This is an optimization exercise on Yosys and OpenROAD, whose aim is small area, not a production implementation. At most, simulation tests tie the RTL to the original design; equivalence was not proved. No functional check of the RTL was part of run 3. Power figures rest on the tool's default switching activity, not on a simulated workload.

===== flow/design.v =====
`timescale 1ns/1ps
package wb_mux_pkg;
    typedef logic [31:0] wb_addr_t;
    typedef logic [31:0] wb_data_t;
    typedef logic [15:0] reg_offset_t;
    typedef logic [7:0] team_sel_t;
    typedef logic [16-1:0] gpio_vec_t;
    typedef enum logic {
        BUS_IDLE = 1'b0,
        BUS_ACK  = 1'b1
    } bus_state_t;
endpackage
`timescale 1ns/1ps
`timescale 1ns/1ps
`timescale 1ns/1ps
`timescale 1ns/1ps
`timescale 1ns/1ps
module wb_subsystem_top (
    input  logic                  wb_clk_i,
    input  logic                  rst_n_i,
    input  logic                  wbs_stb_i,
    input  logic                  wbs_we_i,
    input  wb_mux_pkg::wb_addr_t  wbs_adr_i,
    input  wb_mux_pkg::wb_data_t  wbs_dat_i,
    output logic                  wbs_ack_o,
    output wb_mux_pkg::wb_data_t  wbs_dat_o,
    input  wb_mux_pkg::wb_data_t  la_data_i,
    output wb_mux_pkg::wb_data_t  la_data_o,
    output wb_mux_pkg::wb_data_t  la_oen_o,
    input  wb_mux_pkg::gpio_vec_t gpio_in_i,
    output wb_mux_pkg::gpio_vec_t gpio_out_o,
    output wb_mux_pkg::gpio_vec_t gpio_oe_o
);
    logic [7:0]  team_sel;
    logic        in_designs, in_la, in_gpio;
    logic [4:1]  in_team;
    logic        mapped;
    logic        ofs_z, ofs0, ofs4, ofs8;
    assign team_sel   = wbs_adr_i[23:16];
    assign in_designs = (wbs_adr_i[31:24] == 8'h30);
    assign in_la      = (wbs_adr_i[31:16] == 16'h3100);
    assign in_gpio    = (wbs_adr_i[31:16] == 16'h3200);
    assign in_team[1] = in_designs && team_sel == 8'd1;
    assign in_team[2] = in_designs && team_sel == 8'd2;
    assign in_team[3] = in_designs && team_sel == 8'd3;
    assign in_team[4] = in_designs && team_sel == 8'd4;
    assign mapped     = in_la | in_gpio | (|in_team);
    assign ofs_z = (wbs_adr_i[15:4] == 12'h000) && (wbs_adr_i[1:0] == 2'b00);
    assign ofs0  = ofs_z && (wbs_adr_i[3:2] == 2'b00);
    assign ofs4  = ofs_z && (wbs_adr_i[3:2] == 2'b01);
    assign ofs8  = ofs_z && (wbs_adr_i[3:2] == 2'b10);
    logic        r_team, r_la, r_gpio;
    logic [1:0]  slot;
    logic [3:0]  slot_hit;    
    assign r_team = ~wbs_adr_i[25] & ~wbs_adr_i[24];
    assign r_la   = wbs_adr_i[24];
    assign r_gpio = wbs_adr_i[25];
    assign slot   = wbs_adr_i[17:16];
    assign slot_hit[0] = (slot == 2'd0);
    assign slot_hit[1] = (slot == 2'd1);
    assign slot_hit[2] = (slot == 2'd2);
    assign slot_hit[3] = (slot == 2'd3);
    logic ack_q;
    logic access;
    assign access = wbs_stb_i & mapped & ~ack_q;
    always_ff @(posedge wb_clk_i or negedge rst_n_i) begin
        if (!rst_n_i) ack_q <= 1'b0;
        else          ack_q <= access;
    end
    assign wbs_ack_o = ack_q;
    logic wr;
    assign wr = access & wbs_we_i;
    logic [31:0] la_data_q, la_oen_q;
    always_ff @(posedge wb_clk_i or negedge rst_n_i) begin
        if (!rst_n_i) begin
            la_data_q <= '0;
            la_oen_q  <= '0;
        end else begin
            if (wr && r_la && ofs0) la_data_q <= wbs_dat_i;
            if (wr && r_la && ofs4) la_oen_q  <= wbs_dat_i;
        end
    end
    assign la_data_o = la_data_q;
    assign la_oen_o  = la_oen_q;
    logic [15:0] gpio_out_q, gpio_oe_q;
    logic [15:0] gpio_meta_q, gpio_sync_q;
    logic [1:0]  sync_live_q;    
    always_ff @(posedge wb_clk_i or negedge rst_n_i) begin
        if (!rst_n_i) begin
            gpio_out_q <= '0;
            gpio_oe_q  <= '0;
        end else begin
            if (wr && r_gpio && ofs0) gpio_out_q <= wbs_dat_i[15:0];
            if (wr && r_gpio && ofs4) gpio_oe_q  <= wbs_dat_i[15:0];
        end
    end
    always_ff @(posedge wb_clk_i) begin
        gpio_meta_q <= gpio_in_i;
        gpio_sync_q <= gpio_meta_q;
    end
    always_ff @(posedge wb_clk_i or negedge rst_n_i) begin
        if (!rst_n_i) sync_live_q <= 2'b00;
        else          sync_live_q <= {sync_live_q[0], 1'b1};
    end
    assign gpio_out_o = gpio_out_q;
    assign gpio_oe_o  = gpio_oe_q;
    logic [31:0] scratch_q [4];
    logic [31:0] count_q   [4];
    logic [3:0]  scratch_live_q, count_live_q;
    logic [3:0]  scr_rd, cnt_rd;
    logic [31:0] scratch_sel, count_sel, count_next;
    for (genvar i = 0; i < 4; i++) begin : g_sel
        assign scr_rd[i] = slot_hit[i] & scratch_live_q[i];
        assign cnt_rd[i] = slot_hit[i] & count_live_q[i];
    end
    always_comb begin
        scratch_sel = '0;
        count_sel   = '0;
        for (int i = 0; i < 4; i++) begin
            scratch_sel = scratch_sel | (scratch_q[i] & {32{scr_rd[i]}});
            count_sel   = count_sel   | (count_q[i]   & {32{cnt_rd[i]}});
        end
    end
    assign count_next = (wbs_we_i && ofs8) ? wbs_dat_i : count_sel + 32'd1;
    for (genvar i = 0; i < 4; i++) begin : g_team
        logic hit;
        assign hit = access & r_team & slot_hit[i];
        always_ff @(posedge wb_clk_i) begin
            if (hit && wbs_we_i && ofs0) scratch_q[i] <= wbs_dat_i;
            if (hit)                     count_q[i]   <= count_next;
        end
        always_ff @(posedge wb_clk_i or negedge rst_n_i) begin
            if (!rst_n_i) begin
                scratch_live_q[i] <= 1'b0;
                count_live_q[i]   <= 1'b0;
            end else begin
                if (hit && wbs_we_i && ofs0) scratch_live_q[i] <= 1'b1;
                if (hit)                     count_live_q[i]   <= 1'b1;
            end
        end
    end
    logic [31:0] rd_word, rd_q;
    logic [31:0] team_id;
    assign team_id = {29'd0, slot_hit[0], slot[1], slot[0]};
    logic [3:0] sel_scr;
    logic       sel_cnt, sel_id, sel_lad, sel_lao, sel_lai, sel_go, sel_goe, sel_gi;
    for (genvar i = 0; i < 4; i++) begin : g_rsel
        assign sel_scr[i] = r_team & ofs0 & scr_rd[i];
    end
    assign sel_cnt = r_team & ofs8;
    assign sel_id  = r_team & ofs4;
    assign sel_lad = r_la & ofs0;
    assign sel_lao = r_la & ofs4;
    assign sel_lai = r_la & ofs8;
    assign sel_go  = r_gpio & ofs0;
    assign sel_goe = r_gpio & ofs4;
    assign sel_gi  = r_gpio & ofs8 & sync_live_q[1];
    always_comb begin
        rd_word = (count_sel & {32{sel_cnt}})
                | (team_id   & {32{sel_id}})
                | (la_data_q & {32{sel_lad}})
                | (la_oen_q  & {32{sel_lao}})
                | (la_data_i & {32{sel_lai}})
                | ({16'd0, gpio_out_q}  & {32{sel_go}})
                | ({16'd0, gpio_oe_q}   & {32{sel_goe}})
                | ({16'd0, gpio_sync_q} & {32{sel_gi}});
        for (int i = 0; i < 4; i++)
            rd_word = rd_word | (scratch_q[i] & {32{sel_scr[i]}});
    end
    always_ff @(posedge wb_clk_i) begin
        rd_q <= rd_word;
    end
    assign wbs_dat_o = rd_q;
endmodule

===== flow/standard.sh =====
#!/bin/bash
# synth_recipe.tcl (not shown) runs the flow's synth.tcl, then flattens the netlist and writes it again
# the make line also repeats each setting of config.mk as NAME=value (left out here)
make -C /OpenROAD-flow-scripts/flow DESIGN_CONFIG=/design/flow/config.mk WORK_HOME=/design/flow/orfs CLKGATE_MAP_FILE= SYNTH_SCRIPT=/design/flow/synth_recipe.tcl "${@:-finish}"

===== flow/config.mk =====
export PLATFORM = sky130hd
export DESIGN_NAME = wb_subsystem_top
export DESIGN_NICKNAME = wb_subsystem_top
export VERILOG_FILES = /design/flow/design.v
export SDC_FILE = /design/flow/constraint.sdc
export NUM_CORES = 4
export LEC_CHECK = 0
export CAP_MARGIN = 20
export CORE_MARGIN = 2
export CORE_UTILIZATION = 65
export SLEW_MARGIN = 20

===== flow/flow/run.sh =====
#!/bin/bash
# The standard ORFS layout with two changes:
#  - ports are buffered with the smallest buffer;
#  - clock tree synthesis uses clkbuf_8 clock buffers and no dummy loads.
set -euo pipefail
bash standard.sh \
  "BUFFER_PORTS_ARGS=-buffer_cell sky130_fd_sc_hd__buf_1" \
  "CTS_ARGS=-sink_clustering_enable -repair_clock_nets -dont_use_dummy_load -buf_list sky130_fd_sc_hd__clkbuf_8 -sink_clustering_size 20 -sink_clustering_max_diameter 50" \
  finish > layout.log 2>&1

===== flow/constraint.sdc =====
create_clock -name core_clock -period 6.0 [get_ports {wb_clk_i}]
set_input_delay 1.2000 -clock core_clock [delete_from_list [all_inputs] [get_ports {wb_clk_i}]]
set_output_delay 1.2000 -clock core_clock [all_outputs]
set_load 0.01 [all_outputs]

==> flow_metrics.env, run 1 <==
export IMPL_status="complete, no violations"
export IMPL_placed_area_um2=18400
export IMPL_final_max_slew_viol_count=0
export IMPL_start_kind="input pin"
export IMPL_fin_area_um2=18800
export IMPL_synth_edf_count=256
export IMPL_place_detailed_hpwl_mm=32.7
export IMPL_root_buffer="clkbuf_8"
export IMPL_clk_path_buf_depth=3
export IMPL_ys_warn_count=3
export IMPL_synth_nets=1339
export IMPL_cp_max_fo=17
export IMPL_dr_pass1_iters=6
export IMPL_ys_ff_latch=427
export IMPL_grt_pass1_vias=11400
export IMPL_cp_arrival_ns=4.65
export IMPL_portBuffers=244
export IMPL_setup_worst_path_end_class="register"
export IMPL_wl_per_cell_um=26.5
export IMPL_leakagePower_nw=7.05
export IMPL_reg2reg_depth=7
export IMPL_hold_viol_final=0
export IMPL_crit_buf_inv=2
export IMPL_peakVddDrop_v=0.000220
export IMPL_grt_setup_unrepaired="false"
export IMPL_max_slew_worst_pin_slew_ns=1.04
export IMPL_gp_congestion=0.970
export IMPL_vias=12000
export IMPL_dieArea_um2=27700
export IMPL_synth_commonest_cells="256 x edfxtp_1, 107 x dfrtp_1, 101 x nand2_1"
export IMPL_relSlewSlack_pct=30.4
export IMPL_avgSynthCellArea_um2=14.0
export IMPL_overflow=0
export IMPL_cts_sinks=427
export IMPL_hp_class="reg2reg"
export IMPL_clk_latency_ns=0.56
export IMPL_grt_max_degree=61
export IMPL_crit_path_frequent_cell="and3_1"
export IMPL_nets=1573
export IMPL_drive_gt1_share_pct=14.3
export IMPL_cts_buffers=35
export IMPL_die_h_um=166
export IMPL_antenna_found_initial=1
export IMPL_async_reset_ff_share_pct=25.1
export IMPL_fin_crit_ns=4.35
export IMPL_reg2reg_slack_ns=2.22
export IMPL_row_count=59
export IMPL_holdPathEnd="gpio_sync_q[10]"
export IMPL_synth_seq_area_share_pct=68.0
export IMPL_drt_iter0_drc=1580
export IMPL_crit_type="in2reg"
export IMPL_wl_mm=47.5
export IMPL_nFillCells=1774
export IMPL_fin_crit_sh_pct=72.5
export IMPL_drtAntennaViolNets=0
export IMPL_synthFlopType="edfxtp_1"
export IMPL_crit_path_top_delay_cell="nor4_4"
export IMPL_start_util_pct=65.9
export IMPL_tns_ns=0
export IMPL_grt_first_pass_wirelength_mm=71.2
export IMPL_cts_repair_resized=0
export IMPL_core_area_um2=26000
export IMPL_hold_path_startpoint="gpio_meta_q[10]"
export IMPL_ctsHoldBuffers=0
export IMPL_syn_area_um2=17100
export IMPL_area_growth_pct=10.0
export IMPL_crit_required_ns=6.30
export IMPL_synth_area_leaders="edfxtp_1 45%, dfrtp_1 16%, dfxtp_1 7.5%"
export IMPL_yosysTopAreaCellShare_pct=44.9
export IMPL_fmax_mhz=230
export IMPL_cts_tree="done"
export IMPL_setup_viol=0
export IMPL_synth_most_common_cell="edfxtp_1"
export IMPL_viasPerCell=6.69
export IMPL_io_pins=245
export IMPL_cp_cell_sequence="buf_1 > buf_4 > and3_1 > a22o_1 > o22ai_1 > nor4_4 > nand4_2 > and3_1 > nor3_1"
export IMPL_drc=0
export IMPL_finClkSkew_ns=0.0476
export IMPL_post_cts_buffers=0
export IMPL_die_width_um=166
export IMPL_p_per_area_nw_per_um2=246
export IMPL_htree_levels=2
export IMPL_worst_r2r_endpoint="count_q[1][31]"
export IMPL_netlist_top_cell_by_area="edfxtp_1"
export IMPL_syn_inst=1222
export IMPL_grt_usage_pct=34.1
export IMPL_yosysUniqueCellTypes=69
export IMPL_drv_cap=0
export IMPL_cp_slowest_stage_delay_ns=0.79
export IMPL_r2r_start="count_live_q[3]"
export IMPL_path_delay_family="simple AND/OR/NAND/NOR gates"
export IMPL_clk_pin_slew_ns=0.10
export IMPL_whs_path_depth=0
[layer usage]
layer,up-vias,wire [um],global-route usage [%],part of all wire [%]
li1,5151,-,-,-
met1,6048,19600,51.7,41
met2,691,22000,52.0,46
met3,83,4750,6.22,10
met4,0,1150,8.92,2.4
met5,-,0,0,0
[worst register-to-register path, stage by stage, from the launching register on]
cell and delay (ns):
dfrtp_1 0.75, and3_1 0.67, a22o_1 0.24, o22ai_1 0.17
nor4_4 0.80, nand4_2 0.31, and3_1 0.27, nor3_1 0.33
[sequential cells by signal (all words and copies together) (netlist names)]
name            cells
gpio_out_q         16
sync_live_q         2
scratch_q         128
count_q           128
rd_q               32
la_data_q          32
gpio_oe_q          16
la_oen_q           32
scratch_live_q      4
count_live_q        4
gpio_meta_q        16
ack_q               1
gpio_sync_q        16
[cells in the final DEF, fill, tap and decap left out, types with 7 or more instances in the layout]
cell type    n
o21ai_0      9
xnor2_1     14
nor3_1       7
nand4_1     12
a22o_1      22
nor4_1       7
buf_1      242
a22oi_1     75
clkbuf_8    35
inv_1        8
dfxtp_1     64
nor2_1      56
nand2_1    100
nor2_2       8
and2_1      14
o22ai_1     19
a222oi_1    18
mux2_2      92
dfrtp_1    107
a21oi_1     71
nand4b_1     8
buf_4       29
edfxtp_1   256
or2_2       13
o2111ai_1   17
a221oi_1    30
nand3_1     16
[worst max path at each step]
stage                             start               to  slack [ns]  cells after the start
after CTS                 wbs_adr_i[16]   count_q[1][31]        1.70                      9
after global routing      wbs_adr_i[16]   count_q[1][31]        1.38                      9
after floorplan            wbs_adr_i[5]  scratch_q[0][0]        1.93                      5
final                     wbs_adr_i[16]   count_q[1][31]        1.65                      9
after detailed placement  wbs_adr_i[16]   count_q[3][31]        1.14                      9
after global placement    wbs_adr_i[16]   count_q[0][31]        1.28                      9
[metrics by stage]
step	util (%)	worst slack [ns]	std cells	power, mW	hold WS, ns
2_1_floorplan	-	1.93	1222	3.22	0.310
3_3_place_gp	70.6	1.28	1754	3.32	0.311
3_5_place_dp	70.6	1.14	1754	3.32	0.312
4_1_cts	72.5	1.70	1789	4.65	0.334
5_1_grt	72.5	1.38	1790	4.77	0.342
6_report	72.5	1.65	1790	4.64	0.334
[power breakdown]
group / total [mW] / switching [mW] / internal, mW / leakage [nW]
clock: 1.38 / 0.852 / 0.525 / 0.252
sequential: 3.11 / 0.00419 / 3.11 / 4.50
combinational: 0.148 / 0.112 / 0.0367 / 2.30
total: 4.64 / 0.968 / 3.67 / 7.05
[layout make-up]
type	count	area, um^2	share of cell area (%)
diodes	1	2.50	0.0133
clock buffers	35	482	2.56
inverters	8	30.0	0.159
multi-input cells	711	5120	27.2
flip-flops and latches	427	11600	61.8
well taps	335	419	2.23
repair buffers	273	1140	6.04
[logic make-up after synthesis]
family                   Yosys count  synth area share (%)
flip-flops                       427                  68.0
AND/OR/NAND/NOR                  294                  9.00
AO/OA/AOI/OAI                    293                  12.7
multiplexers                     102                  6.82
buffers and inverters             84                  2.39
XOR/XNOR                          20                  1.02
adder cells (fa/ha/maj)            1                0.0731
other                              1                0.0219
==> run 2, diff against run 1 <==
==> flow/run.sh (new file) <==
#!/bin/bash
# synth_recipe.tcl (not shown) runs the flow's synth.tcl, then flattens the netlist and writes it again
# the make line also repeats each setting of config.mk as NAME=value (left out here)
make -C /OpenROAD-flow-scripts/flow DESIGN_CONFIG=/design/flow/config.mk WORK_HOME=/design/flow/orfs CLKGATE_MAP_FILE= SYNTH_SCRIPT=/design/flow/synth_recipe.tcl finish
--- a/flow/config.mk
+++ b/flow/config.mk
@@ -9,3 +9,3 @@
 export CORE_MARGIN = 2
-export CORE_UTILIZATION = 65
+export CORE_UTILIZATION = 40
 export SLEW_MARGIN = 20
removed: flow/flow/run.sh
removed: flow/standard.sh
==> run 2 against run 1 <==
Hold slack lost 0.0098 ns. Critical endpoint is now count_q[0][28]. Sequential cell count did not move. Fmax decreased by 2.2%. Largest power group unchanged.
==> flow_metrics.env, run 2 <==
export IMPL_fin_crit_ns=4.45
export IMPL_grt_usage_pct=24.0
export IMPL_die_h_um=211
export IMPL_reg2reg_slack_ns=2.33
export IMPL_netlist_top_cell_by_area="edfxtp_1"
export IMPL_synth_top_family_by_area="compound AO/OA/AOI/OAI gates"
export IMPL_yosysTopAreaCellShare_pct=44.9
export IMPL_dieArea_um2=44500
export IMPL_synthFlopType="edfxtp_1"
export IMPL_hold_path_startpoint="gpio_meta_q[12]"
export IMPL_fin_area_um2=21500
export IMPL_placed_area_um2=20200
export IMPL_finClkSkew_ns=0.0162
export IMPL_nets=1588
export IMPL_final_common_cell="edfxtp_1"
export IMPL_start_util_pct=40.6
export IMPL_antenna_found_initial=3
export IMPL_wl_per_cell_um=26.1
export IMPL_start_kind="input pin"
export IMPL_overflow=0
export IMPL_status="complete, no violations"
export IMPL_tns_ns=0
export IMPL_wl_met3_mm=4.05
export IMPL_crit_required_ns=6.34
export IMPL_synth_area_leaders="edfxtp_1 45%, dfrtp_1 16%, dfxtp_1 7.5%"
export IMPL_synth_commonest_cells="256 x edfxtp_1, 107 x dfrtp_1, 101 x nand2_1"
export IMPL_fin_crit_sh_pct=74.1
export IMPL_setup_viol=0
export IMPL_power_total_mw=5.92
export IMPL_cp_slowest_stage_delay_ns=0.94
export IMPL_fmax_mhz=225
export IMPL_max_slew_worst_pin_slew_ns=1.05
export IMPL_syn_area_um2=17100
export IMPL_clk_path_buf_depth=3
export IMPL_stdcell_count=2047
export IMPL_holdPathEnd="gpio_sync_q[12]"
export IMPL_synth_nets=1339
export IMPL_viasPerCell=5.77
export IMPL_met1Wirelength_mm=23.0
export IMPL_whs_path_depth=0
export IMPL_drive_gt1_share_pct=16.2
export IMPL_cp_arrival_ns=4.78
export IMPL_area_growth_pct=25.8
export IMPL_clk_latency_ns=0.58
export IMPL_drv_cap=0
export IMPL_crit_path_top_delay_cell="clkdlybuf4s50_1"
export IMPL_top_layer="met4"
export IMPL_cts_buffers=44
export IMPL_crit_path_frequent_cell="buf_4"
export IMPL_portBuffers=244
export IMPL_synth_compound_area_share_pct=12.7
export IMPL_drtAntennaViolNets=0
export IMPL_htree_levels=2
export IMPL_grt_pass1_vias=11500
export IMPL_cp_cell_sequence="clkdlybuf4s50_1 > buf_4 > and3_1 > a22o_1 > o22ai_1 > nor4_4 > buf_4 > nand3_1 > or3_1 > a31oi_1"
export IMPL_nFillCells=3578
export IMPL_setup_worst_path_end_class="register"
export IMPL_path_delay_family="buffers and inverters"
export IMPL_synthAdderAreaFrac_pct=0.0731
export IMPL_yosys_mux_area_fraction_pct=6.82
export IMPL_syn_inst=1222
export IMPL_synth_most_common_cell="edfxtp_1"
export IMPL_place_detailed_hpwl_mm=36.2
export IMPL_yosysUniqueCellTypes=69
export IMPL_cp_max_fo=15
export IMPL_io_pins=245
export IMPL_drc=0
export IMPL_largestRegisters="count_q (128), scratch_q (128)"
export IMPL_crit_type="in2reg"
export IMPL_clk_pin_slew_ns=0.06
export IMPL_reg2reg_depth=7
export IMPL_synth_seq_area_share_pct=68.0
export IMPL_root_buffer="clkbuf_16"
export IMPL_relSlewSlack_pct=30.2
export IMPL_grt_first_pass_wirelength_mm=78.1
export IMPL_avgSynthCellArea_um2=14.0
export IMPL_drt_iter0_drc=1262
export IMPL_ys_ff_latch=427
export IMPL_async_reset_ff_share_pct=25.1
export IMPL_worst_r2r_endpoint="count_q[0][28]"
export IMPL_post_route_util_pct=51.1
export IMPL_met2_length_mm=25.4
export IMPL_grt_max_degree=60
export IMPL_vias=11800
export IMPL_crit_path_start="wbs_adr_i[17]"
export IMPL_hold_viol_final=0
export IMPL_ys_warn_count=3
export IMPL_gp_congestion=0.876
export IMPL_synth_simple_gate_area_share_pct=9.00
export IMPL_cts_tree="done"
export IMPL_synth_edf_count=256
export IMPL_placed_cells=1962
export IMPL_die_width_um=211
export IMPL_final_max_slew_viol_count=0
export IMPL_dr_pass1_iters=9
export IMPL_cts_sinks=427
export IMPL_grt_setup_unrepaired="false"
export IMPL_r2r_start="count_live_q[0]"
export IMPL_hp_class="reg2reg"
export IMPL_synth_xor_area_share_pct=1.02
export IMPL_wl_mm=53.4
export IMPL_p_per_area_nw_per_um2=275
export IMPL_post_cts_buffers=0
export IMPL_layout_common_cells="256 x edfxtp_1, 243 x clkdlybuf4s50_1, 107 x dfrtp_1, 100 x nand2_1, 92 x mux2_2"
export IMPL_crit_buf_inv=3
export IMPL_peakVddDrop_v=0.000180
export IMPL_core_area_um2=42100
export IMPL_cts_repair_resized=0
export IMPL_leakagePower_nw=8.11
export IMPL_row_count=75
export IMPL_ctsHoldBuffers=0
run 2: cell types whose count changed in the layout (fill, tap and decap cells not counted), sizes merged:
cell | before | now
buf | 271 | 34
bufinv | 0 | 1
clkbuf | 37 | 55
clkdlybuf4s50 | 0 | 243
clkinv | 0 | 24
inv | 8 | 12
run 2: report_power, final:
| group | internal (mW) | switching, mW | leakage [nW] |
|---|---|---|---|
| clock network | 1.45 | 1.15 | 0.687 |
| registers | 3.11 | 0.00324 | 4.50 |
| logic | 0.0852 | 0.116 | 2.92 |
run 2: worst max-delay path by stage:
stage / to / slack, ns / cells past startpoint
6_report: count_q[0][28] / 1.55 / 10
4_1_cts: count_q[2][28] / 1.61 / 10
5_1_grt: count_q[1][31] / 1.34 / 10
2_1_floorplan: scratch_q[0][0] / 1.93 / 5
3_5_place_dp: count_q[1][31] / 1.01 / 10
3_3_place_gp: la_data_q[3] / 1.15 / 8
run 2: cell type report:
type / count / area (um^2) / area share (%)
Timing Repair Buffer: 279 / 2700 / 12.5
Clock inverter: 29 / 196 / 0.912
Sequential cell: 427 / 11600 / 54.1
Inverter: 8 / 30.0 / 0.139
Clock buffer: 53 / 1180 / 5.46
Tap cell: 539 / 674 / 3.13
Multi-Input combinational cell: 711 / 5120 / 23.8
Antenna cell: 1 / 2.50 / 0.0116
run 2: stage by stage:
| step | worst slack, ns | hold WS [ns] |
|---|---|---|
| 2_1_floorplan | 1.93 | 0.310 |
| 3_3_place_gp | 1.15 | 0.310 |
| 3_5_place_dp | 1.01 | 0.312 |
| 4_1_cts | 1.61 | 0.326 |
| 5_1_grt | 1.34 | 0.331 |
| 6_report | 1.55 | 0.324 |
run 2: kinds of logic after synthesis:
family	count (synthesis)
DFF	427
adders and majority gates	1
xor gates and xnor gates	20
other	1
muxes	102
and+or+nand+nor	294
AOI/OAI and AO/OA	293
buffers and inverters	84
run 2: worst reg2reg max path: cells and delay by family, from the launching register on:
family           cells  cell delay, ns
AND/OR/NAND/NOR      4            1.75
flip-flops           1            0.56
multiplexers         1            0.56
AO/OA/AOI/OAI        2            0.56
run 2: layer usage:
layer | up-vias | GRT usage (%)
met1 | 6055 | 33.8
met5 | - | 0
met4 | 0 | 6.95
met2 | 446 | 37.4
li1 | 5252 | -
met3 | 65 | 5.28
==> run 3, diff against run 2 <==
--- a/flow/design.v
+++ b/flow/design.v
@@ -123,3 +123,10 @@
     end
-    assign count_next = (wbs_we_i && ofs8) ? wbs_dat_i : count_sel + 32'd1;
+    logic [32:0] inc_carry;
+    logic [31:0] count_inc;
+    assign inc_carry[0] = 1'b1;
+    for (genvar b = 0; b < 32; b++) begin : g_inc
+        assign count_inc[b]     = count_sel[b] ^ inc_carry[b];
+        assign inc_carry[b + 1] = count_sel[b] & inc_carry[b];
+    end
+    assign count_next = (wbs_we_i && ofs8) ? wbs_dat_i : count_inc;
     for (genvar i = 0; i < 4; i++) begin : g_team
==> flow/flow/run.sh (new file) <==
#!/bin/bash
# The standard ORFS layout with three changes:
#  - synthesis maps logic with an area-oriented ABC script (flow/area.abc);
#  - ports are buffered with the smallest buffer;
#  - clock tree synthesis uses small clock buffers and no dummy loads.
set -euo pipefail
export AREA_ABC_SCRIPT=$PWD/flow/area.abc
bash standard.sh \
  "SYNTH_SCRIPT=$PWD/flow/synth.tcl" \
  "BUFFER_PORTS_ARGS=-buffer_cell sky130_fd_sc_hd__buf_1" \
  "CTS_ARGS=-sink_clustering_enable -repair_clock_nets -dont_use_dummy_load -buf_list sky130_fd_sc_hd__clkbuf_8 -sink_clustering_size 20 -sink_clustering_max_diameter 50" \
  finish > layout.log 2>&1
==> flow/flow/area.abc (new file) <==
strash
dc2
dc2
dch -f
amap
topo
==> flow/flow/synth.tcl (new file) <==
# synth_recipe.tcl with one change: ABC maps the combinational logic with
# the area-oriented script in area.abc (flip-flops are mapped before ABC
# runs and keep their names and cell types).
proc synth {args} { yosys synth -nofsm -noshare {*}$args }
proc abc {args} {
  set i [lsearch -exact $args -script]
  if { $i >= 0 } { lset args [expr {$i + 1}] $::env(AREA_ABC_SCRIPT) }
  yosys abc {*}$args
}
source $::env(SCRIPTS_DIR)/synth.tcl
# left out here: clear keep_hierarchy, flatten, clean up, hide names made inside functions, write 1_2_yosys.v
==> flow/standard.sh (new file) <==
#!/bin/bash
# synth_recipe.tcl (not shown) runs the flow's synth.tcl, then flattens the netlist and writes it again
# the make line also repeats each setting of config.mk as NAME=value (left out here)
make -C /OpenROAD-flow-scripts/flow DESIGN_CONFIG=/design/flow/config.mk WORK_HOME=/design/flow/orfs CLKGATE_MAP_FILE= SYNTH_SCRIPT=/design/flow/synth_recipe.tcl "${@:-finish}"
--- a/flow/config.mk
+++ b/flow/config.mk
@@ -9,3 +9,3 @@
 export CORE_MARGIN = 2
-export CORE_UTILIZATION = 40
+export CORE_UTILIZATION = 65
 export SLEW_MARGIN = 20
removed: flow/run.sh
==> run 3 against run 2 <==
Clock skew increased by 0.029 ns. Power decreased by 22%. Fmax decreased by 37%. Hold slack about the same. Sequential cell count unchanged. Critical path depth increased by 27. Register-to-register slack got worse by 3.0 ns. Now fails the layout checks on setup timing. Cell count decreased by 18%. Synthesized cell count decreased by 23%. Sequential power about the same. Largest power group unchanged. Final area decreased by 10%. Non-clock buffer count increased by 110.
==> flow_metrics.env, run 3 <==
export IMPL_status="complete, but fails checks"
export IMPL_so_faults="setup timing"
export IMPL_cp_slowest_stage_delay_ns=0.51
export IMPL_ys_warn_count=3
export IMPL_htree_levels=2
export IMPL_final_max_slew_viol_count=0
export IMPL_grt_max_degree=58
export IMPL_switching_power_uw=937
export IMPL_grt_first_pass_wirelength_mm=70.9
export IMPL_power_total_mw=4.61
export IMPL_grt_usage_pct=37.5
export IMPL_p_comb_share_pct=2.0
export IMPL_syn_inst=941
export IMPL_layout_common_cells="256 x edfxtp_1, 241 x buf_1, 125 x o22a_1, 109 x buf_4, 107 x dfrtp_1"
export IMPL_area_growth_pct=23.6
export IMPL_stdcell_count=1685
export IMPL_synth_edf_count=256
export IMPL_peakVddDrop_v=0.000219
export IMPL_row_count=56
export IMPL_largestRegisters="count_q (128), scratch_q (128)"
export IMPL_yosysTopAreaCellShare_pct=49.2
export IMPL_syn_area_um2=15600
export IMPL_finClkSkew_ns=0.0455
export IMPL_antenna_found_initial=0
export IMPL_netlist_top_cell_by_area="edfxtp_1"
export IMPL_setup_viol=38
export IMPL_tns_ns=-25.29
export IMPL_hp_class="reg2reg"
export IMPL_n_antenna_cell=0
export IMPL_start_kind="input pin"
export IMPL_root_buffer="clkbuf_8"
export IMPL_cts_tree="done"
export IMPL_synth_commonest_cells="256 x edfxtp_1, 126 x o22a_1, 107 x dfrtp_1"
export IMPL_fmax_mhz=141
export IMPL_grt_pass1_vias=11800
export IMPL_final_common_cell="edfxtp_1"
export IMPL_ys_ff_latch=427
export IMPL_die_width_um=159
export IMPL_avgSynthCellArea_um2=16.6
export IMPL_fin_crit_ns=7.09
export IMPL_cp_max_fo=4
export IMPL_portBuffers=244
export IMPL_p_int_mw=3.68
export IMPL_synthFlopType="edfxtp_1"
export IMPL_place_detailed_hpwl_mm=27.1
export IMPL_crit_required_ns=6.32
export IMPL_dieArea_um2=25300
export IMPL_setup_worst_path_end_class="register"
export IMPL_nets=1514
export IMPL_finalWorstSetupSlack_ns=-1.09
export IMPL_crit_type="in2reg"
export IMPL_synth_seq_area_share_pct=74.5
export IMPL_leakagePower_nw=7.53
export IMPL_synth_nets=1087
export IMPL_dr_pass1_iters=9
export IMPL_relSlewSlack_pct=22.5
export IMPL_pwr_share_clk_pct=30.6
export IMPL_start_util_pct=66.4
export IMPL_synth_xor_area_share_pct=0
export IMPL_clk_pin_slew_ns=0.10
export IMPL_clk_latency_ns=0.57
export IMPL_synthAdderAreaFrac_pct=2.40
export IMPL_fin_crit_sh_pct=118
export IMPL_cts_buffers=36
export IMPL_drtAntennaViolNets=0
export IMPL_drt_iter0_drc=1743
export IMPL_fin_area_um2=19300
export IMPL_pre_cts_slack_ns=-1.55
export IMPL_grt_setup_unrepaired="true"
export IMPL_synth_area_leaders="edfxtp_1 49%, dfrtp_1 17%, dfxtp_1 8.2%"
export IMPL_crit_path_top_delay_cell="a222oi_1"
export IMPL_max_slew_worst_pin_slew_ns=1.16
export IMPL_drive_gt1_share_pct=18.2
export IMPL_cp_arrival_ns=7.41
export IMPL_gp_congestion=0.862
export IMPL_power_frac_seq_pct=67.4
export IMPL_hold_viol_final=0
export IMPL_synth_compound_area_share_pct=17.7
export IMPL_placed_cells=1564
export IMPL_synth_simple_gate_area_share_pct=4.64
export IMPL_clk_path_buf_depth=3
export IMPL_wl_mm=47.6
export IMPL_drv_cap=0
export IMPL_die_h_um=159
export IMPL_core_area_um2=23500
export IMPL_synth_most_common_cell="edfxtp_1"
export IMPL_io_pins=245
export IMPL_yosysUniqueCellTypes=33
export IMPL_cts_sinks=427
export IMPL_yosys_mux_area_fraction_pct=0
export IMPL_async_reset_ff_share_pct=25.1
export IMPL_placed_area_um2=17900
export IMPL_swShare_pct=20.3
export IMPL_viasPerCell=6.86
export IMPL_wl_per_cell_um=28.2
export IMPL_drc=0
export IMPL_vias=11600
export IMPL_overflow=0
export IMPL_crit_path_frequent_cell="ha_4"
export IMPL_nFillCells=1318
export IMPL_p_per_area_nw_per_um2=239
export IMPL_synth_top_family_by_area="compound AO/OA/AOI/OAI gates"
## run 3: changes by cell type in the layout (fill, tap and decap cells not counted), moves of 45 or more
cell	change
buf_1	+241
clkbuf_16	-45
mux2_2	-92
a22o_1	+61
buf_4	+75
nor2_1	-48
a21oi_1	-71
clkdlybuf4s50_1	-243
o22a_1	+124
a22oi_1	-75
a222oi_1	+45
## run 3: kinds of logic after synthesis
group                      after synthesis
DFF                                    427
adders and majority gates               30
other                                    1
buffers and inverters                   28
AOI/OAI and AO/OA                      309
and+or+nand+nor                        146
## run 3: final timing paths
| path | cells after the start | to | slack (ns) | start |
|---|---|---|---|---|
| min | 0 | gpio_sync_q[15] | 0.32 | gpio_meta_q[15] |
| max reg2reg | 34 | count_q[2][30] | -0.68 | count_live_q[1] |
| min reg2reg | 0 | gpio_sync_q[15] | 0.32 | gpio_meta_q[15] |
| max | 37 | count_q[2][30] | -1.09 | wbs_adr_i[16] |
| min in group asynchronous | 1 | la_oen_q[20] | 0.75 | rst_n_i |
| max in group asynchronous | 2 | la_data_q[11] | 3.97 | rst_n_i |
## run 3: layout make-up
class | count | area, um^2 | share of cell area (%)
Tap cell | 319 | 399 | 2.07
Timing Repair Buffer | 389 | 2220 | 11.5
Multi-Input combinational cell | 486 | 4440 | 23.0
Sequential cell | 427 | 11600 | 60.3
Clock buffer | 36 | 495 | 2.56
Inverter | 28 | 119 | 0.615
## run 3: through the flow
step	hold slack, ns	util (%)
4_1_cts	0.326	81.5
3_5_place_dp	0.312	76.1
3_3_place_gp	0.310	76.1
5_1_grt	0.326	82.1
2_1_floorplan	0.310	-
6_report	0.324	82.1
## run 3: power by group through the flow
stage / Clock, mW / Sequential (mW) / Combinational, mW
2_1_floorplan: 0 / 3.17 / 0.0102
3_3_place_gp: 0 / 3.17 / 0.0856
3_5_place_dp: 0 / 3.17 / 0.0882
4_1_cts: 1.40 / 3.11 / 0.0916
5_1_grt: 1.52 / 3.11 / 0.103
6_report: 1.41 / 3.11 / 0.0943
## run 3: repair_timing
action | CTS | global route
gates resized for setup | 37 | 12
endpoints found under the hold margin | 0 | 0
endpoints found under the setup margin | 28 | 38
pin swaps | 13 | 9
buffers inserted | 83 | 3
hold buffers | 0 | 0
## run 3: layer usage
layer / global-route usage [%] / part of all wire [%]
met5: 0 / 0
met4: 17.9 / 5.0
met3: 8.93 / 11
met2: 61.4 / 49
met1: 48.1 / 35
## run 3: critical path: cells and delay by family
| kind | cells | cell delay [ns] |
|---|---|---|
| fa+ha+maj | 30 | 4.89 |
| simple gates | 3 | 0.40 |
| compound gates | 2 | 0.75 |
| buf+inv | 2 | 0.15 |
==> run 4, diff against run 3 <==
--- a/flow/design.v
+++ b/flow/design.v
@@ -123,10 +123,3 @@
     end
-    logic [32:0] inc_carry;
-    logic [31:0] count_inc;
-    assign inc_carry[0] = 1'b1;
-    for (genvar b = 0; b < 32; b++) begin : g_inc
-        assign count_inc[b]     = count_sel[b] ^ inc_carry[b];
-        assign inc_carry[b + 1] = count_sel[b] & inc_carry[b];
-    end
-    assign count_next = (wbs_we_i && ofs8) ? wbs_dat_i : count_inc;
+    assign count_next = (wbs_we_i && ofs8) ? wbs_dat_i : count_sel + 32'd1;
     for (genvar i = 0; i < 4; i++) begin : g_team
==> run 4 against run 3 <==
The run now finishes clean. Final area down 5.2%. Via count up 1.7%. Highest routed layer is now met5. Sequential power about the same. Core utilization down 4.3 points. First-iteration DRC count unchanged. Count of clock-buffer cells in the layout unchanged. Register-to-register slack better by 1.7 ns. Routed wire length down 1.6%. Critical path type unchanged. Synthesized area about the same. Synthesized cell count up 9.1%.
==> flow_metrics.env, run 4 <==
export IMPL_antenna_found_initial=1
export IMPL_row_count=56
export IMPL_synth_simple_gate_area_share_pct=5.24
export IMPL_crit_path_top_delay_cell="o22a_1"
export IMPL_layout_common_cells="256 x edfxtp_1, 243 x buf_1, 107 x nand2_1, 107 x dfrtp_1, 102 x o22a_1"
export IMPL_max_slew_worst_pin_slew_ns=0.987
export IMPL_cp_max_fo=4
export IMPL_fin_crit_ns=5.69
export IMPL_clk_path_buf_depth=3
export IMPL_synth_commonest_cells="256 x edfxtp_1, 108 x nand2_1, 107 x dfrtp_1"
export IMPL_drtAntennaViolNets=0
export IMPL_p_per_area_nw_per_um2=251
export IMPL_synth_most_common_cell="edfxtp_1"
export IMPL_setup_viol=0
export IMPL_hold_path_startpoint="gpio_meta_q[5]"
export IMPL_avgSynthCellArea_um2=15.2
export IMPL_tns_ns=0
export IMPL_power_total_mw=4.59
export IMPL_ys_warn_count=3
export IMPL_relSlewSlack_pct=33.9
export IMPL_finalWorstSetupSlack_ns=0.305
export IMPL_syn_area_um2=15600
export IMPL_portBuffers=244
export IMPL_area_growth_pct=17.1
export IMPL_grt_pass1_vias=11500
export IMPL_htree_levels=2
export IMPL_ys_ff_latch=427
export IMPL_status="complete, no violations"
export IMPL_wl_mm=46.8
export IMPL_grt_first_pass_wirelength_mm=69.1
export IMPL_nets=1509
export IMPL_finClkSkew_ns=0.0609
export IMPL_place_detailed_hpwl_mm=30.0
export IMPL_crit_type="in2reg"
export IMPL_drv_cap=0
export IMPL_crit_path_frequent_cell="nand2_1"
export IMPL_yosysTopAreaCellShare_pct=49.1
export IMPL_synth_nets=1144
export IMPL_cp_arrival_ns=5.98
export IMPL_final_max_slew_viol_count=0
export IMPL_synth_area_leaders="edfxtp_1 49%, dfrtp_1 17%, dfxtp_1 8.2%"
export IMPL_crit_required_ns=6.28
export IMPL_synthFlopType="edfxtp_1"
export IMPL_async_reset_ff_share_pct=25.1
export IMPL_fmax_mhz=176
export IMPL_dr_pass1_iters=9
export IMPL_synth_compound_area_share_pct=19.1
export IMPL_fin_crit_sh_pct=94.9
export IMPL_cts_sinks=427
export IMPL_r2r_start="count_live_q[1]"
export IMPL_start_util_pct=66.4
export IMPL_cts_buffers=36
export IMPL_io_pins=245
export IMPL_start_kind="input pin"
export IMPL_placed_area_um2=17600
export IMPL_viasPerCell=6.88
export IMPL_yosysUniqueCellTypes=31
export IMPL_wl_per_cell_um=27.4
export IMPL_netlist_top_cell_by_area="edfxtp_1"
export IMPL_leakagePower_nw=6.69
export IMPL_hold_slack_ns=0.304
export IMPL_fin_area_um2=18300
export IMPL_gp_congestion=0.945
export IMPL_grt_max_degree=67
export IMPL_die_width_um=159
export IMPL_dieArea_um2=25300
export IMPL_syn_inst=1027
export IMPL_crit_path_start="wbs_adr_i[17]"
export IMPL_root_buffer="clkbuf_8"
export IMPL_cp_slowest_stage_delay_ns=0.24
export IMPL_drt_iter0_drc=1743
export IMPL_drc=0
export IMPL_pre_cts_slack_ns=-0.514
export IMPL_synthAdderAreaFrac_pct=0.0800
export IMPL_hold_viol_final=0
export IMPL_die_h_um=159
export IMPL_synth_xor_area_share_pct=0
export IMPL_largestRegisters="count_q (128), scratch_q (128)"
export IMPL_vias=11800
export IMPL_grt_usage_pct=36.7
export IMPL_yosys_mux_area_fraction_pct=0
export IMPL_n_antenna_cell=0
export IMPL_overflow=0
export IMPL_clk_latency_ns=0.57
export IMPL_cts_tree="done"
export IMPL_setup_worst_path_end_class="register"
export IMPL_synth_top_family_by_area="compound AO/OA/AOI/OAI gates"
export IMPL_synth_edf_count=256
export IMPL_drive_gt1_share_pct=12.7
export IMPL_final_common_cell="edfxtp_1"
export IMPL_synth_seq_area_share_pct=74.4
export IMPL_core_area_um2=23500
export IMPL_peakVddDrop_v=0.000191
export IMPL_clk_pin_slew_ns=0.11
export IMPL_ctsHoldBuffers=0
export IMPL_hp_class="reg2reg"
[run 4: worst paths after layout]
| kind | slack (ns) | cells after the start | to |
|---|---|---|---|
| setup / recovery | 0.31 | 38 | count_q[2][30] |
| setup reg to reg | 0.97 | 34 | count_q[2][30] |
| min in group asynchronous | 0.71 | 1 | la_data_q[24] |
| max in group asynchronous | 4.11 | 2 | la_data_q[9] |
| hold / removal | 0.30 | 0 | gpio_sync_q[5] |
| hold reg to reg | 0.30 | 0 | gpio_sync_q[5] |
[run 4: final cells by class]
type / instances / area [um^2]
clock buffers: 36 / 495
multi-input cells: 554 / 4040
well taps: 319 / 399
fillers: 1519 / 5230
repair buffers: 327 / 1560
inverters: 46 / 174
flip-flops and latches: 427 / 11600
[run 4: logic make-up after synthesis]
family	Yosys count
fa+ha+maj	1
simple gates	187
flops	427
other cells	1
buf+inv	46
compound gates	365
[run 4: routing by layer]
metal,part of all wire (%),track usage [%]
met1,35,46.5
met4,4.6,15.8
met2,49,62.0
met3,11,7.71
met5,0.034,0
[run 4: what timing repair did]
action | 4_1_cts | 5_1_grt
setup endpoints to repair | 0 | 24
resized for setup | 0 | 34
buffers inserted | 0 | 8
[run 4: critical path, delay by kind of cell]
family                     cells  cell delay [ns]
adders and majority gates      1             0.20
and+or+nand+nor               17             1.81
AOI/OAI and AO/OA             17             2.44
buffers and inverters          3             0.34
[run 4: report_power, final]
part / internal, mW / total, mW / switching [mW]
clock: 0.539 / 1.39 / 0.849
sequential: 3.11 / 3.11 / 0.00369
combinational: 0.0259 / 0.0955 / 0.0696
total: 3.67 / 4.59 / 0.922
[run 4: metrics by stage]
step           instances  util, %
6_report            1709     77.8
5_1_grt             1709     77.8
4_1_cts             1701     77.0
3_5_place_dp        1665     74.9
3_3_place_gp        1665     74.9
2_1_floorplan       1027        -
==> run 5, diff against run 4 <==
--- a/flow/design.v
+++ b/flow/design.v
@@ -123,3 +123,22 @@
     end
-    assign count_next = (wbs_we_i && ofs8) ? wbs_dat_i : count_sel + 32'd1;
+    logic [7:0]  grp_ones;
+    logic [7:0]  grp_cin;
+    logic [31:0] inc_carry, count_inc;
+    for (genvar g = 0; g < 8; g++) begin : g_grp
+        assign grp_ones[g] = &count_sel[4*g +: 4];
+        if (g == 0) begin : g_first
+            assign grp_cin[g] = 1'b1;
+        end else begin : g_rest
+            assign grp_cin[g] = &grp_ones[g-1:0];
+        end
+        for (genvar b = 0; b < 4; b++) begin : g_bit
+            if (b == 0) begin : g_b0
+                assign inc_carry[4*g+b] = grp_cin[g];
+            end else begin : g_bn
+                assign inc_carry[4*g+b] = grp_cin[g] & (&count_sel[4*g +: b]);
+            end
+        end
+    end
+    assign count_inc  = count_sel ^ inc_carry;
+    assign count_next = (wbs_we_i && ofs8) ? wbs_dat_i : count_inc;
     for (genvar i = 0; i < 4; i++) begin : g_team
==> run 5 against run 4 <==
Still clean. Die area fell by 0.42%. Sequential cell count did not move. Sequential power barely moved. Final area fell by 2.0%. Routed wire length fell by 10%. Non-clock buffer count fell by 33. Sequential share of layout area rose by 1.3 points. Combinational power fell by about 10%. Clock skew rose by 0.0019 ns. Hold slack improved by 0.010 ns. Largest cell class unchanged.
==> flow_metrics.env, run 5 <==
export IMPL_p_int_mw=3.67
export IMPL_power_frac_seq_pct=68.0
export IMPL_synth_nets=1133
export IMPL_pwr_share_clk_pct=30.2
export IMPL_overflow=0
export IMPL_grt_first_pass_wirelength_mm=63.7
export IMPL_peakVddDrop_v=0.000211
export IMPL_core_area_um2=23500
export IMPL_crit_type="in2reg"
export IMPL_crit_path_top_delay_cell="o31ai_1"
export IMPL_whs_path_depth=0
export IMPL_p_comb_share_pct=1.9
export IMPL_clk_latency_ns=0.56
export IMPL_fmax_mhz=177
export IMPL_drive_gt1_share_pct=8.07
export IMPL_grt_pass1_vias=11200
export IMPL_n_antenna_cell=0
export IMPL_placed_cells=1616
export IMPL_holdPathEnd="gpio_sync_q[2]"
export IMPL_avgSynthCellArea_um2=15.5
export IMPL_final_common_cell="edfxtp_1"
export IMPL_yosysUniqueCellTypes=33
export IMPL_relSlewSlack_pct=19.9
export IMPL_worst_r2r_endpoint="count_q[1][30]"
export IMPL_p_per_area_nw_per_um2=255
export IMPL_cts_buffers=36
export IMPL_io_pins=245
export IMPL_drc=0
export IMPL_start_kind="input pin"
export IMPL_synthFlopType="edfxtp_1"
export IMPL_clk_path_buf_depth=3
export IMPL_netlist_top_cell_by_area="edfxtp_1"
export IMPL_synth_area_leaders="edfxtp_1 49%, dfrtp_1 17%, dfxtp_1 8.2%"
export IMPL_wl_mm=42.1
export IMPL_syn_area_um2=15600
export IMPL_setup_worst_path_end_class="register"
export IMPL_grt_usage_pct=33.3
export IMPL_viasPerCell=6.66
export IMPL_cp_arrival_ns=5.93
export IMPL_crit_required_ns=6.28
export IMPL_drtAntennaViolNets=0
export IMPL_vias=11000
export IMPL_reg2reg_depth=27
export IMPL_clk_pin_slew_ns=0.09
export IMPL_reg2reg_slack_ns=0.90
export IMPL_nets=1465
export IMPL_area_growth_pct=15.3
export IMPL_cts_sinks=427
export IMPL_row_count=56
export IMPL_post_route_util_pct=76.5
export IMPL_r2r_start="count_live_q[0]"
export IMPL_layout_common_cells="256 x edfxtp_1, 243 x buf_1, 107 x dfrtp_1, 98 x nand2_1, 98 x o22a_1"
export IMPL_die_h_um=159
export IMPL_yosysTopAreaCellShare_pct=49.4
export IMPL_crit_path_frequent_cell="and3_1"
export IMPL_max_slew_worst_pin_slew_ns=1.20
export IMPL_switching_power_uw=906
export IMPL_synth_most_common_cell="edfxtp_1"
export IMPL_nFillCells=1521
export IMPL_synth_commonest_cells="256 x edfxtp_1, 107 x dfrtp_1, 98 x nand2_1, 98 x o22a_1, 80 x a222oi_1"
export IMPL_setup_viol=0
export IMPL_grt_setup_unrepaired="false"
export IMPL_post_cts_buffers=0
export IMPL_final_max_slew_viol_count=0
export IMPL_place_detailed_hpwl_mm=26.8
export IMPL_syn_inst=1008
export IMPL_ys_warn_count=3
export IMPL_gp_congestion=0.895
export IMPL_portBuffers=244
export IMPL_drt_iter0_drc=1416
export IMPL_status="complete, no violations"
export IMPL_fin_crit_ns=5.65
export IMPL_dr_pass1_iters=6
export IMPL_swShare_pct=19.8
export IMPL_die_width_um=159
export IMPL_wl_per_cell_um=25.4
export IMPL_htree_levels=2
export IMPL_largestRegisters="count_q (128), scratch_q (128)"
export IMPL_cts_tree="done"
export IMPL_drv_cap=0
export IMPL_start_util_pct=66.4
export IMPL_finClkSkew_ns=0.0628
export IMPL_synth_seq_area_share_pct=74.8
export IMPL_ys_ff_latch=427
export IMPL_grt_max_degree=62
export IMPL_antenna_found_initial=0
export IMPL_cp_slowest_stage_delay_ns=0.47
export IMPL_cp_max_fo=15
export IMPL_hp_class="reg2reg"
export IMPL_hold_path_startpoint="gpio_meta_q[2]"
export IMPL_synth_edf_count=256
export IMPL_root_buffer="clkbuf_8"
export IMPL_async_reset_ff_share_pct=25.1
export IMPL_stdcell_count=1657
export IMPL_leakagePower_nw=6.67
export IMPL_hold_viol_final=0
export IMPL_fin_crit_sh_pct=94.1
export IMPL_dieArea_um2=25200
## run 5: cell count changes in the layout (fill, tap and decap cells not counted), moves of 5 or more
cell and change:
a21oi_2 -27, a21oi_1 +6, o21a_1 -13, buf_4 -37
nand2_1 -9, ha_1 +9, clkinv_1 +10, nor2_2 -5
and3_1 +9
## run 5: how the worst max path moves through the flow
stage / startpoint / endpoint / depth (start not counted)
after global routing: wbs_adr_i[16] / count_q[3][31] / 30
after CTS: wbs_adr_i[16] / count_q[1][30] / 29
after global placement: wbs_adr_i[16] / count_q[1][31] / 30
after detailed placement: wbs_adr_i[16] / count_q[1][30] / 29
final: wbs_adr_i[16] / count_q[1][30] / 28
after floorplan: wbs_adr_i[6] / la_data_q[0] / 8
## run 5: power by group through the flow
stage	clock network, mW	logic, mW	registers [mW]
6_report	1.38	0.0858	3.11
5_1_grt	1.51	0.0947	3.11
4_1_cts	1.40	0.0855	3.11
3_5_place_dp	0	0.0850	3.17
3_3_place_gp	0	0.0838	3.17
2_1_floorplan	0	0.00879	3.17
## run 5: cell type report
class,instances,area (um^2),share of cell area [%]
flip-flops and latches,427,11600,64.9
multi-input cells,527,3830,21.3
repair buffers,294,1380,7.70
clock buffers,36,495,2.76
well taps,319,399,2.22
inverters,54,203,1.13
## run 5: kinds of logic after synthesis
kind of cell / after synthesis / share of synthesized area (%)
other: 1 / 0.0241
buffers and inverters: 54 / 1.30
AO/OA/AOI/OAI: 329 / 17.8
adder cells (fa/ha/maj): 9 / 0.723
flip-flops: 427 / 74.8
AND/OR/NAND/NOR: 188 / 5.37
## run 5: stage by stage
stage               TNS, ns  hold WS (ns)  setup slack [ns]  instance area [um^2]  power (mW)
floorplan                 0         0.310             0.165                 15600        3.18
global placement          0         0.310             0.227                 17300        3.26
detailed placement    -1.11         0.312            -0.150                 17300        3.26
CTS                       0         0.313             0.409                 17800        4.59
global route              0         0.309            0.0244                 18000        4.71
finish                    0         0.314             0.352                 18000        4.58
## run 5: per-layer routing
layer	vias up	part of all wire, %	routed length, um	track usage, %
met3	88	11	4460	6.43
met4	0	2.7	1120	11.4
met5	-	0	0	0
li1	4790	-	-	-
met2	710	48	20400	54.2
met1	5455	38	16100	45.7
## run 5: what timing repair did
action,CTS,global route
hold buffers,0,0
setup endpoints to repair,0,9
resized for setup,0,2
## run 5: critical path: cells and delay by family
family	cells	cell delay, ns
AND/OR/NAND/NOR	22	3.40
AO/OA/AOI/OAI	3	0.80
buffers and inverters	3	0.51
==> run 6, diff against run 5 <==
--- a/flow/config.mk
+++ b/flow/config.mk
@@ -10,2 +10,3 @@
 export CORE_UTILIZATION = 65
+export GPL_TIMING_DRIVEN = 0
 export SLEW_MARGIN = 20
==> run 6 against run 5 <==
Cell count up 1.2%. Global-route usage up 0.35 points. Sequential cell count unchanged. Critical path type unchanged. Critical endpoint is now count_q[2][30]. Largest cell class unchanged.
==> flow_metrics.env, run 6 <==
export IMPL_grt_usage_pct=33.6
export IMPL_cp_arrival_ns=6.07
export IMPL_area_growth_pct=18.9
export IMPL_start_kind="input pin"
export IMPL_holdPathEnd="gpio_sync_q[6]"
export IMPL_synth_seq_area_share_pct=74.8
export IMPL_crit_path_top_delay_cell="o31ai_1"
export IMPL_viasPerCell=6.69
export IMPL_finClkSkew_ns=0.0585
export IMPL_ctsHoldBuffers=0
export IMPL_root_buffer="clkbuf_8"
export IMPL_async_reset_ff_share_pct=25.1
export IMPL_r2r_start="count_live_q[2]"
export IMPL_setup_viol=0
export IMPL_fmax_mhz=173
export IMPL_crit_type="in2reg"
export IMPL_gp_congestion=0.782
export IMPL_final_max_slew_viol_count=0
export IMPL_drive_gt1_share_pct=11.5
export IMPL_die_width_um=159
export IMPL_cts_buffers=36
export IMPL_clk_path_buf_depth=3
export IMPL_crit_buf_inv=4
export IMPL_yosysTopAreaCellShare_pct=49.4
export IMPL_grt_first_pass_wirelength_mm=64.2
export IMPL_cts_tree="done"
export IMPL_grt_max_degree=37
export IMPL_drtAntennaViolNets=0
export IMPL_clk_latency_ns=0.58
export IMPL_largestRegisters="count_q (128), scratch_q (128)"
export IMPL_worst_r2r_endpoint="count_q[2][30]"
export IMPL_path_delay_family="simple AND/OR/NAND/NOR gates"
export IMPL_place_detailed_hpwl_mm=28.7
export IMPL_grt_pass1_vias=11200
export IMPL_vias=11200
export IMPL_leakagePower_nw=6.84
export IMPL_syn_area_um2=15600
export IMPL_hold_path_startpoint="gpio_meta_q[6]"
export IMPL_clk_pin_slew_ns=0.11
export IMPL_cp_slowest_stage_delay_ns=0.43
export IMPL_ys_warn_count=3
export IMPL_start_util_pct=66.4
export IMPL_ys_ff_latch=427
export IMPL_wl_per_cell_um=25.6
export IMPL_p_per_area_nw_per_um2=248
export IMPL_setup_worst_path_end_class="register"
export IMPL_relSlewSlack_pct=26.8
export IMPL_core_area_um2=23500
export IMPL_row_count=56
export IMPL_wl_mm=42.9
export IMPL_layout_common_cells="256 x edfxtp_1, 241 x buf_1, 107 x dfrtp_1, 98 x o22a_1, 95 x nand2_1"
export IMPL_peakVddDrop_v=0.000181
export IMPL_reg2reg_slack_ns=0.67
export IMPL_nFillCells=1454
export IMPL_avgSynthCellArea_um2=15.5
export IMPL_dieArea_um2=25200
export IMPL_dr_pass1_iters=6
export IMPL_fin_crit_ns=5.78
export IMPL_final_common_cell="edfxtp_1"
export IMPL_synth_edf_count=256
export IMPL_drv_cap=0
export IMPL_reg2reg_depth=27
export IMPL_yosysUniqueCellTypes=33
export IMPL_synthFlopType="edfxtp_1"
export IMPL_netlist_top_cell_by_area="edfxtp_1"
export IMPL_max_slew_worst_pin_slew_ns=1.10
export IMPL_placed_area_um2=17700
export IMPL_overflow=0
export IMPL_syn_inst=1008
export IMPL_hp_class="reg2reg"
export IMPL_die_h_um=159
export IMPL_synth_nets=1133
export IMPL_drt_iter0_drc=1615
export IMPL_synth_most_common_cell="edfxtp_1"
export IMPL_portBuffers=244
export IMPL_whs_path_depth=0
export IMPL_synth_commonest_cells="256 x edfxtp_1, 107 x dfrtp_1, 98 x nand2_1, 98 x o22a_1, 80 x a222oi_1"
export IMPL_hold_viol_final=0
export IMPL_nets=1484
export IMPL_fin_area_um2=18500
export IMPL_crit_path_frequent_cell="and3_4"
export IMPL_htree_levels=2
export IMPL_post_route_util_pct=78.9
export IMPL_drc=0
export IMPL_antenna_found_initial=3
export IMPL_fin_crit_sh_pct=96.4
export IMPL_cts_sinks=427
export IMPL_io_pins=245
export IMPL_crit_required_ns=6.29
export IMPL_synth_area_leaders="edfxtp_1 49%, dfrtp_1 17%, dfxtp_1 8.2%"
export IMPL_status="complete, no violations"
export IMPL_cp_max_fo=7
-- run 6: kinds of logic (layout without fill, tap and decap cells) --
family          count (synthesis)  after routing  share of synthesized area [%]
other cells                     1              2                         0.0241
compound gates                329            329                           17.8
simple gates                  188            189                           5.37
fa+ha+maj                       9              9                          0.723
flops                         427            427                           74.8
buf+inv                        54            402                           1.30
-- run 6: through the flow --
step / cells / TNS [ns] / hold WS (ns) / setup WS, ns / total power, mW
after global routing: 1676 / -0.0852 / 0.288 / -0.0292 / 4.72
final: 1677 / 0 / 0.291 / 0.216 / 4.59
after floorplan: 1008 / 0 / 0.310 / 0.165 / 3.18
after global placement: 1571 / -888.70 / 0.311 / -5.16 / 3.25
after detailed placement: 1621 / -38.51 / 0.312 / -1.41 / 3.26
after CTS: 1660 / 0 / 0.286 / 0.0137 / 4.60
-- run 6: timing repair --
item | CTS | global route
gates resized for setup | 15 | 15
endpoints found under the hold margin | 0 | 0
endpoints found under the setup margin | 32 | 16
buffers inserted | 0 | 16
cloned | 3 | 0
pin swaps | 2 | 6
-- run 6: how the worst max path moves through the flow --
stage,start,endpoint,slack (ns),cells past startpoint
final,wbs_adr_i[17],count_q[2][30],0.22,30
after detailed placement,wbs_adr_i[16],count_q[0][31],-1.41,31
after CTS,wbs_adr_i[17],count_q[1][30],0.01,31
after global routing,wbs_adr_i[17],count_q[0][31],-0.03,31
after floorplan,wbs_adr_i[6],la_data_q[0],0.17,8
after global placement,wbs_adr_i[9],la_data_q[13],-5.16,9
-- run 6: report_power, final --
group | internal, mW | switching, mW
Combinational | 0.0276 | 0.0636
Clock | 0.540 | 0.853
Sequential | 3.11 | 0.00307
Total | 3.67 | 0.920
-- run 6: layout make-up --
class / instances / area (um^2) / area share (%)
Inverter: 54 / 210 / 1.13
Antenna cell: 1 / 2.50 / 0.0135
Clock buffer: 36 / 495 / 2.68
Multi-Input combinational cell: 528 / 3970 / 21.5
Sequential cell: 427 / 11600 / 62.9
Tap cell: 319 / 399 / 2.16
Timing Repair Buffer: 312 / 1790 / 9.68
-- run 6: layer usage --
| layer | track usage, % | vias up | wire [um] |
|---|---|---|---|
| li1 | - | 4849 | - |
| met1 | 44.9 | 5522 | 15800 |
| met2 | 55.3 | 736 | 21100 |
| met3 | 6.37 | 111 | 4610 |
| met4 | 13.6 | 2 | 1410 |
| met5 | 0 | - | 13 |
==> run 7, diff against run 6 <==
--- a/flow/config.mk
+++ b/flow/config.mk
@@ -7,6 +7,5 @@
 export LEC_CHECK = 0
-export CAP_MARGIN = 20
+export CAP_MARGIN = 0
 export CORE_MARGIN = 2
 export CORE_UTILIZATION = 65
-export GPL_TIMING_DRIVEN = 0
-export SLEW_MARGIN = 20
+export SLEW_MARGIN = 0
==> run 7 against run 6 <==
Still clean on timing, DRC and antenna. Synthesized area unchanged. Via count shrank 2.3%. First-iteration DRC count is 2.7% lower. Power decreased by 0.33%. Largest power group unchanged.
==> flow_metrics.env, run 7 <==
export IMPL_status="complete, no violations"
export IMPL_nets=1460
export IMPL_crit_required_ns=6.28
export IMPL_crit_buf_inv=3
export IMPL_synth_seq_area_share_pct=74.8
export IMPL_setup_worst_path_end_class="register"
export IMPL_synth_edf_count=256
export IMPL_grt_pass1_vias=11200
export IMPL_drt_iter0_drc=1572
export IMPL_gp_congestion=0.895
export IMPL_portBuffers=244
export IMPL_async_reset_ff_share_pct=25.1
export IMPL_viasPerCell=6.63
export IMPL_cp_max_fo=15
export IMPL_yosysTopAreaCellShare_pct=49.4
export IMPL_largestRegisters="count_q (128), scratch_q (128)"
export IMPL_clk_pin_slew_ns=0.09
export IMPL_power_total_mw=4.58
export IMPL_wl_per_cell_um=25.3
export IMPL_drc=0
export IMPL_synthFlopType="edfxtp_1"
export IMPL_hold_viol_final=0
export IMPL_post_cts_buffers=0
export IMPL_hp_class="reg2reg"
export IMPL_fin_crit_sh_pct=94.5
export IMPL_regArea_um2=11600
export IMPL_drtAntennaViolNets=0
export IMPL_dieArea_um2=25200
export IMPL_top_layer="met4"
export IMPL_leakagePower_nw=6.61
export IMPL_synth_nets=1133
export IMPL_io_pins=245
export IMPL_grt_max_degree=62
export IMPL_cp_arrival_ns=5.95
export IMPL_place_detailed_hpwl_mm=26.8
export IMPL_peakVddDrop_v=0.000189
export IMPL_p_per_area_nw_per_um2=257
export IMPL_yosysUniqueCellTypes=33
export IMPL_syn_area_um2=15600
export IMPL_crit_path_top_delay_cell="o31ai_1"
export IMPL_setup_viol=0
export IMPL_avgSynthCellArea_um2=15.5
export IMPL_fin_crit_ns=5.67
export IMPL_drive_gt1_share_pct=7.73
export IMPL_syn_inst=1008
export IMPL_ys_warn_count=3
export IMPL_htree_levels=2
export IMPL_cts_buffers=36
export IMPL_grt_first_pass_wirelength_mm=63.7
export IMPL_nFillCells=1541
export IMPL_die_width_um=159
export IMPL_synth_most_common_cell="edfxtp_1"
export IMPL_crit_type="in2reg"
export IMPL_dr_pass1_iters=6
export IMPL_core_area_um2=23500
export IMPL_root_buffer="clkbuf_8"
export IMPL_final_max_slew_viol_count=0
export IMPL_clk_latency_ns=0.57
export IMPL_post_route_util_pct=75.9
export IMPL_overflow=0
export IMPL_grt_usage_pct=33.3
export IMPL_cp_slowest_stage_delay_ns=0.48
export IMPL_layout_common_cells="256 x edfxtp_1, 243 x buf_1, 107 x dfrtp_1, 98 x nand2_1, 98 x o22a_1"
export IMPL_clk_path_buf_depth=3
export IMPL_relSlewSlack_pct=21.1
export IMPL_hold_path_startpoint="gpio_meta_q[2]"
export IMPL_die_h_um=159
export IMPL_start_kind="input pin"
export IMPL_n_antenna_cell=0
export IMPL_crit_path_frequent_cell="and3_1"
export IMPL_vias=11000
export IMPL_crit_path_start="wbs_adr_i[16]"
export IMPL_met2_length_mm=20.3
export IMPL_row_count=56
export IMPL_path_delay_family="simple AND/OR/NAND/NOR gates"
export IMPL_r2r_start="count_live_q[1]"
export IMPL_wl_met3_mm=4.47
export IMPL_cts_sinks=427
export IMPL_cts_tree="done"
export IMPL_synth_area_leaders="edfxtp_1 49%, dfrtp_1 17%, dfxtp_1 8.2%"
export IMPL_finClkSkew_ns=0.0686
export IMPL_synth_commonest_cells="256 x edfxtp_1, 107 x dfrtp_1, 98 x nand2_1, 98 x o22a_1, 80 x a222oi_1"
export IMPL_grt_setup_unrepaired="false"
export IMPL_netlist_top_cell_by_area="edfxtp_1"
export IMPL_max_slew_worst_pin_slew_ns=1.18
export IMPL_drv_cap=0
export IMPL_area_growth_pct=14.4
export IMPL_ys_ff_latch=427
export IMPL_antenna_found_initial=0
export IMPL_wl_mm=41.8
export IMPL_multi_input_area_um2=3820
export IMPL_final_common_cell="edfxtp_1"
export IMPL_fmax_mhz=176
export IMPL_met1Wirelength_mm=15.9
export IMPL_start_util_pct=66.4
-- run 7: repair_timing --
action                                  4_1_cts  5_1_grt
hold buffers                                  0        0
endpoints found under the setup margin        0        9
resized for setup                             0        2
-- run 7: per-stage QoR --
| step | cells | area, um^2 | worst slack, ns | setup TNS [ns] | hold WS, ns |
|---|---|---|---|---|---|
| 2_1_floorplan | 1008 | 15600 | 0.165 | 0 | 0.310 |
| 3_3_place_gp | 1616 | 17300 | 0.227 | 0 | 0.310 |
| 3_5_place_dp | 1616 | 17300 | -0.150 | -1.11 | 0.312 |
| 4_1_cts | 1652 | 17800 | 0.409 | 0 | 0.313 |
| 5_1_grt | 1652 | 17800 | 0.0244 | 0 | 0.307 |
| 6_report | 1652 | 17800 | 0.329 | 0 | 0.305 |
-- run 7: where the power goes --
group          internal (mW)  total [mW]  switching [mW]
sequential              3.11        3.11         0.00336
combinational         0.0242      0.0855          0.0613
clock                  0.539        1.38           0.844
total                   3.67        4.58           0.908
-- run 7: area by class of cell --
| cell class | count | share of cell area [%] |
|---|---|---|
| multi-input combinational | 527 | 21.4 |
| inverter | 54 | 1.14 |
| sequential | 427 | 65.3 |
| tap | 319 | 2.24 |
| timing repair buffer | 289 | 7.06 |
| clock buffer | 36 | 2.78 |
-- run 7: logic make-up (layout without fill, tap and decap cells) --
family | after synthesis | after routing | synth area share [%]
DFF | 427 | 427 | 74.8
buffers and inverters | 54 | 379 | 1.30
other | 1 | 1 | 0.0241
AOI/OAI and AO/OA | 329 | 329 | 17.8
and+or+nand+nor | 188 | 188 | 5.37
adders and majority gates | 9 | 9 | 0.723
-- run 7: path summary, 6_finish.rpt --
check                                      end  slack (ns)  depth (start not counted)
max in group asynchronous        la_data_q[12]        4.05                          2
worst max register to register  count_q[1][30]        0.88                         27
worst max-delay path            count_q[1][30]        0.33                         28
worst min register to register  gpio_sync_q[2]        0.30                          0
min in group asynchronous        la_data_q[31]        0.74                          1
worst min-delay path            gpio_sync_q[2]        0.30                          0
-- run 7: layer usage --
| layer | vias up | track usage, % |
|---|---|---|
| met4 | 0 | 11.4 |
| met3 | 93 | 6.43 |
| met5 | - | 0 |
| li1 | 4779 | - |
| met2 | 683 | 54.2 |
| met1 | 5405 | 45.7 |
-- run 7: worst reg2reg max path, delay by kind of cell, from the launching register on --
family	cells	cell delay, ns
AND/OR/NAND/NOR	22	3.42
AO/OA/AOI/OAI	3	0.77
flip-flops	1	0.37
buffers and inverters	2	0.31

-- what the ideal ports hide --
How much do the figures lean on ideal ports? The routed layouts below were timed once more, with nothing changed but the port constraints.
Step 1 assumes that a clkbuf_16 drives the clock port and a buf_2 every other input.
Step 2 times the ports against the registers' clock, not the clock port: input delays grow and output delays shrink by t, the midpoint of the rising clock arrivals with the driver on.
a / b / c = no drivers / after step 1 / after step 2; a / b = the first two.
run | shift t [ns] | slack for setup (ns) | worst setup path at the end | worst register clock-pin slew, ns | worst slew at a driven data input, ns
run 1 | 0.589 | 1.650 / 1.675 / 1.086 | input to register | 0.11 / 0.11 | 0.09
run 2 | 0.627 | 1.554 / 1.589 / 0.962 | input to register | 0.06 / 0.06 | 0.07
run 3 | 0.597 | -1.088 / -1.111 / -1.707 | input to register | 0.11 / 0.11 | 0.09
run 4 | 0.592 | 0.305 / 0.329 / -0.263 | input to register | 0.11 / 0.11 | 0.09
run 5 | 0.576 | 0.352 / 0.374 / -0.202 | input to register | 0.11 / 0.11 | 0.06
run 6 | 0.591 | 0.216 / 0.243 / -0.348 | input to register | 0.11 / 0.11 | 0.05
run 7 | 0.578 | 0.329 / 0.352 / -0.226 | input to register | 0.12 / 0.12 | 0.05
With both steps, setup timing fails in run 4, run 5, run 6 and run 7, where it was met with ideal ports. The setup slack of run 3, which loses most, moves by -0.023 ns with the drivers and by -0.619 ns with both steps.
